Source: an optimization exercise on an open RTL-to-GDS flow (aim: small area). Production flows keep margins and buffers that such runs may drop.
In this exercise RTL edits were held to simulation tests only and were not proved equivalent to the original.
No activity file was given, so power comes from the tool's default toggle rates.

## JK
==> flow/design.v <==
module axi_pcie_rq_tag_mgr #(
    parameter int unsigned TAG_WIDTH      = 8,
    parameter int unsigned TAGS           = 64,
    parameter int unsigned TIMEOUT_CYCLES = 65536
) (
    input  logic                 clk_i,
    input  logic                 rst_ni,
    input  logic                 req_vld,
    input  logic [10:0]          req_len,
    output logic                 req_rdy,
    output logic [TAG_WIDTH-1:0] alloc_tag,
    input  logic                 cpl_vld,
    input  logic [TAG_WIDTH-1:0] cpl_tag,
    input  logic [10:0]          cpl_len,
    input  logic                 cpl_err,
    output logic                 cpl_unexp,
    output logic                 cpl_overrun,
    output logic [TAG_WIDTH:0]   free_cnt,
    output logic                 timeout_vld,
    output logic [TAG_WIDTH-1:0] timeout_tag
);
    typedef logic [5:0] idx_t;
    function automatic logic [63:0] dec64(idx_t v);
        dec64 = 64'd1 << v;
    endfunction
    function automatic logic [1:0] cmp11(logic [10:0] a, logic [10:0] b);
        logic [15:0] g, e;
        for (int k = 0; k < 16; k++) begin
            if (k < 11) begin
                g[k] = a[k] & ~b[k];
                e[k] = ~(g[k] | (~a[k] & b[k]));
            end else begin
                g[k] = 1'b0;
                e[k] = 1'b1;
            end
        end
        for (int w = 1; w < 16; w = w * 2) begin
            for (int k = 0; k + w < 16; k = k + 2 * w) begin
                g[k] = g[k + w] | (e[k + w] & g[k]);
                e[k] = e[k + w] & e[k];
            end
        end
        cmp11 = {g[0], e[0]};
    endfunction
    logic [5:0]   fifo_q  [64];
    idx_t         head_q, tail_q;
    logic         tw_q;             
    logic         full_q;           
    logic         run_q;            
    logic [5:0]   diff;
    logic [1:0]   st_q    [64];     
    logic [10:0]  remn_q  [64];     
    logic [15:0]  stl_q   [64];
    logic [15:0]  ts_q;
    idx_t         scan_q;
    logic         unexp_q, overrun_q;
    logic         to_vld_q;
    idx_t         to_tag_q;
    logic        pop, push, wrap;
    idx_t        pop_idx, cpl_idx, push_tag, fifo_rd;
    logic        cpl_inr, cpl_hit, cpl_rel, cpl_over, cpl_bad, cpl_busy;
    logic [10:0] cpl_dw, cpl_rem, req_dw, remn_rd;
    logic [11:0] cpl_diff;
    logic [1:0]  cpl_cmp;           
    logic [1:0]  scan_st;
    logic [15:0] scan_stl;
    logic        to_hit;
    logic [63:0] pop_oh, cpl_oh, scan_oh, tail_oh;
    logic [7:0]  head_lo, head_hi, cpl_lo, cpl_hi, scan_lo, scan_hi;
    always_comb begin
        head_lo = 8'd1 << head_q[2:0];
        head_hi = 8'd1 << head_q[5:3];
        cpl_lo  = 8'd1 << cpl_tag[2:0];
        cpl_hi  = 8'd1 << cpl_tag[5:3];
        scan_lo = 8'd1 << scan_q[2:0];
        scan_hi = 8'd1 << scan_q[5:3];
        cpl_idx = cpl_tag[5:0];
        cpl_oh  = dec64(cpl_idx);
        scan_oh = dec64(scan_q);
        tail_oh = dec64(tail_q);
        fifo_rd  = '0;
        remn_rd  = '0;
        cpl_busy = 1'b0;
        scan_st  = '0;
        scan_stl = '0;
        for (int g = 0; g < 8; g++) begin
            logic [5:0]  f;
            logic [10:0] r;
            logic        b;
            logic [1:0]  ss;
            logic [15:0] sl;
            f = '0; r = '0; b = 1'b0; ss = '0; sl = '0;
            for (int j = 0; j < 8; j++) begin
                f  = f  | (fifo_q[8*g+j] & {6{head_lo[j]}});
                r  = r  | (remn_q[8*g+j] & {11{cpl_lo[j]}});
                b  = b  | ((st_q[8*g+j] != 2'd0) & cpl_lo[j]);
                ss = ss | (st_q[8*g+j] & {2{scan_lo[j]}});
                sl = sl | (stl_q[8*g+j] & {16{scan_lo[j]}});
            end
            fifo_rd  = fifo_rd  | (f  & {6{head_hi[g]}});
            remn_rd  = remn_rd  | (r  & {11{cpl_hi[g]}});
            cpl_busy = cpl_busy | (b  & cpl_hi[g]);
            scan_st  = scan_st  | (ss & {2{scan_hi[g]}});
            scan_stl = scan_stl | (sl & {16{scan_hi[g]}});
        end
        pop     = req_vld && req_rdy;
        pop_idx = (tw_q || (head_q < tail_q)) ? fifo_rd : head_q;
        pop_oh  = dec64(pop_idx);
        cpl_dw  = {cpl_len[10] | (cpl_len == 11'd0), cpl_len[9:0]};
        req_dw  = {req_len[10] | (req_len == 11'd0), req_len[9:0]};
        cpl_rem = ~remn_rd;
        cpl_diff  = {1'b0, cpl_rem} - {1'b0, cpl_dw};
        cpl_inr   = cpl_vld && (cpl_tag[7:6] == 2'b00);
        cpl_hit   = cpl_inr && cpl_busy;
        cpl_bad   = cpl_vld && !cpl_hit;
        cpl_cmp   = cmp11(cpl_dw, cpl_rem);
        cpl_over  = cpl_hit && !cpl_err && cpl_cmp[1];
        cpl_rel   = cpl_hit && (cpl_err || cpl_cmp[1] || cpl_cmp[0]);
        wrap      = (ts_q == 16'hFFFF);
        to_hit    = !cpl_rel && scan_st[1] && (!scan_st[0] || (ts_q >= scan_stl));
        push      = cpl_rel || to_hit;
        push_tag  = cpl_rel ? cpl_idx : scan_q;
        diff      = tail_q - head_q;
    end
    always_ff @(posedge clk_i or negedge rst_ni) begin
        if (!rst_ni) begin
            head_q    <= '0;
            tail_q    <= '0;
            tw_q      <= 1'b0;
            full_q    <= 1'b1;
            run_q     <= 1'b0;
            unexp_q   <= 1'b0;
            overrun_q <= 1'b0;
            ts_q      <= '0;
            scan_q    <= '0;
            to_vld_q  <= 1'b0;
            to_tag_q  <= '0;
        end else begin
            if (pop) begin
                head_q <= head_q + 1'b1;
            end
            if (push) begin
                tail_q <= tail_q + 1'b1;
                if (tail_q == 6'd63) begin
                    tw_q <= 1'b1;
                end
            end
            if (push != pop) begin
                full_q <= push && (diff == 6'd63);
            end
            run_q     <= 1'b1;
            unexp_q   <= cpl_bad;
            overrun_q <= cpl_over;
            ts_q      <= ts_q + 1'b1;
            if (!cpl_rel) begin
                scan_q <= scan_q + 1'b1;
            end
            to_vld_q <= to_hit;
            if (to_hit) begin
                to_tag_q <= scan_q;
            end
        end
    end
    for (genvar i = 0; i < 64; i++) begin : g_tag
        logic pop_i, cw_i, rel_i;
        assign pop_i  = pop && pop_oh[i];
        assign cw_i   = cpl_inr && cpl_oh[i];
        assign rel_i  = (cpl_rel && cpl_oh[i]) || (to_hit && scan_oh[i]);
        always_ff @(posedge clk_i or negedge rst_ni) begin
            if (!rst_ni) begin
                st_q[i] <= 2'd0;
            end else if (pop_i) begin
                st_q[i] <= {wrap, 1'b1};
            end else if (rel_i) begin
                st_q[i] <= 2'b00;
            end else if (wrap) begin
                st_q[i] <= {st_q[i][1] | st_q[i][0], st_q[i][0] & ~st_q[i][1]};
            end
        end
        always_ff @(posedge clk_i) begin
            if (pop_i || cw_i) begin
                remn_q[i] <= ~(pop_i ? req_dw : cpl_diff[10:0]);
            end
            if (pop_i) begin
                stl_q[i] <= ts_q;
            end
            if (push && tail_oh[i]) begin
                fifo_q[i] <= push_tag;
            end
        end
    end
    assign req_rdy     = run_q && (full_q || (diff != 6'd0));
    assign alloc_tag   = {2'b00, pop_idx};
    assign free_cnt    = {2'b00, full_q, diff};
    assign cpl_unexp   = unexp_q;
    assign cpl_overrun = overrun_q;
    assign timeout_vld = to_vld_q;
    assign timeout_tag = {2'b00, to_tag_q};
endmodule
==> flow/config.mk <==
export PLATFORM = sky130hd
export DESIGN_NAME = axi_pcie_rq_tag_mgr
export DESIGN_NICKNAME = axi_pcie_rq_tag_mgr
export VERILOG_FILES = /design/flow/design.v
export SDC_FILE = /design/flow/constraint.sdc
export NUM_CORES = 4
export LEC_CHECK = 0
export CAP_MARGIN = 20
export CORE_MARGIN = 2
export CORE_UTILIZATION = 55
export SETUP_SLACK_MARGIN = 0.2
export SLEW_MARGIN = 20
==> flow/constraint.sdc <==
create_clock -name core_clock -period 10.0 [get_ports {clk_i}]
set_input_delay 2.0000 -clock core_clock [delete_from_list [all_inputs] [get_ports {clk_i}]]
set_output_delay 2.0000 -clock core_clock [all_outputs]
set_load 0.01 [all_outputs]
standard.sh (not shown) runs the stock make flow with config.mk's settings and CLKGATE_MAP_FILE= SYNTH_SCRIPT=/design/flow/synth_recipe.tcl, a recipe that flattens the netlist after the stock synthesis.
==> flow/flow/run.sh <==
#!/bin/bash
# The standard layout (standard.sh, unchanged synthesis), except that:
#  * clock-tree synthesis builds small sink clusters driven by clkbuf_8 cells
#    (root clkbuf_16), to keep flip-flop clock slew low, and inserts no dummy loads;
#  * the port buffers (one per input and output port, as in the standard flow)
#    are buf_1 cells instead of delay cells.
set -euo pipefail
export CTS_ARGS="-sink_clustering_enable -repair_clock_nets -dont_use_dummy_load -sink_clustering_size 16 -sink_clustering_max_diameter 70 -buf_list sky130_fd_sc_hd__clkbuf_8 -root_buf sky130_fd_sc_hd__clkbuf_16"
export BUFFER_PORTS_ARGS="-buffer_cell sky130_fd_sc_hd__buf_1"
bash standard.sh > standard_flow.log 2>&1
#### Input delta (MS over JK)
Settings: a change of CORE_UTILIZATION from 55 to 50.
Notes after the runs:
- Delta (MS minus JK): layout overhead on the synthesized area grew by 0.24 points; detailed placer's ending HPWL now smaller.
- MS against JK: global-route wire length before repair dropped about 0.9%; clock network fraction of total power has remained practically unchanged; overall power after layout stayed essentially flat.
- Of the two values seen for cell with the largest stage delay on the worst path, a2111oi_0 was produced by JK and a21oi_1 by MS.
- MS: count of clock buffers in the final design is 2 higher than what JK reported.
- When the final numbers for MS and JK were put side by side, the number of ordinary and repair buffers in the finished layout turned out to be smaller in MS.
- Looking at end of the critical path, the fifo_q[1][1] result is from JK; the fifo_q[40][0] one comes from MS.
- Between MS and JK, the difference in post-route standard cell area excluding fillers is negligible.

## re-timing with driven ports
Ports are ideal in the flow. The routed layouts listed here were re-timed in OpenROAD. Step 1 assumes that a clkbuf_16 drives the clock port and a buf_2 every other input. Step 2 moves the port delays by t, midway between the first and last clock arrival at a register: inputs arrive t later, outputs are due t later. That takes back most of the time a late clock gives input paths. a / b / c = no drivers / after step 1 / after step 2; a / b = the first two.
run | t, ns | slack for setup (ns) | hold WS [ns] | pins driven straight from the clock port
JK | 0.878 | 1.544 / 1.544 / 0.883 | 0.442 / 0.442 / 0.442 | 1
MS | 0.879 | 1.731 / 1.731 / 1.119 | 0.446 / 0.446 / 0.446 | 1
After both steps every run listed still meets setup and hold. The setup slack of JK, which loses most, moves by 0.000 ns with the drivers and by -0.661 ns with both steps.
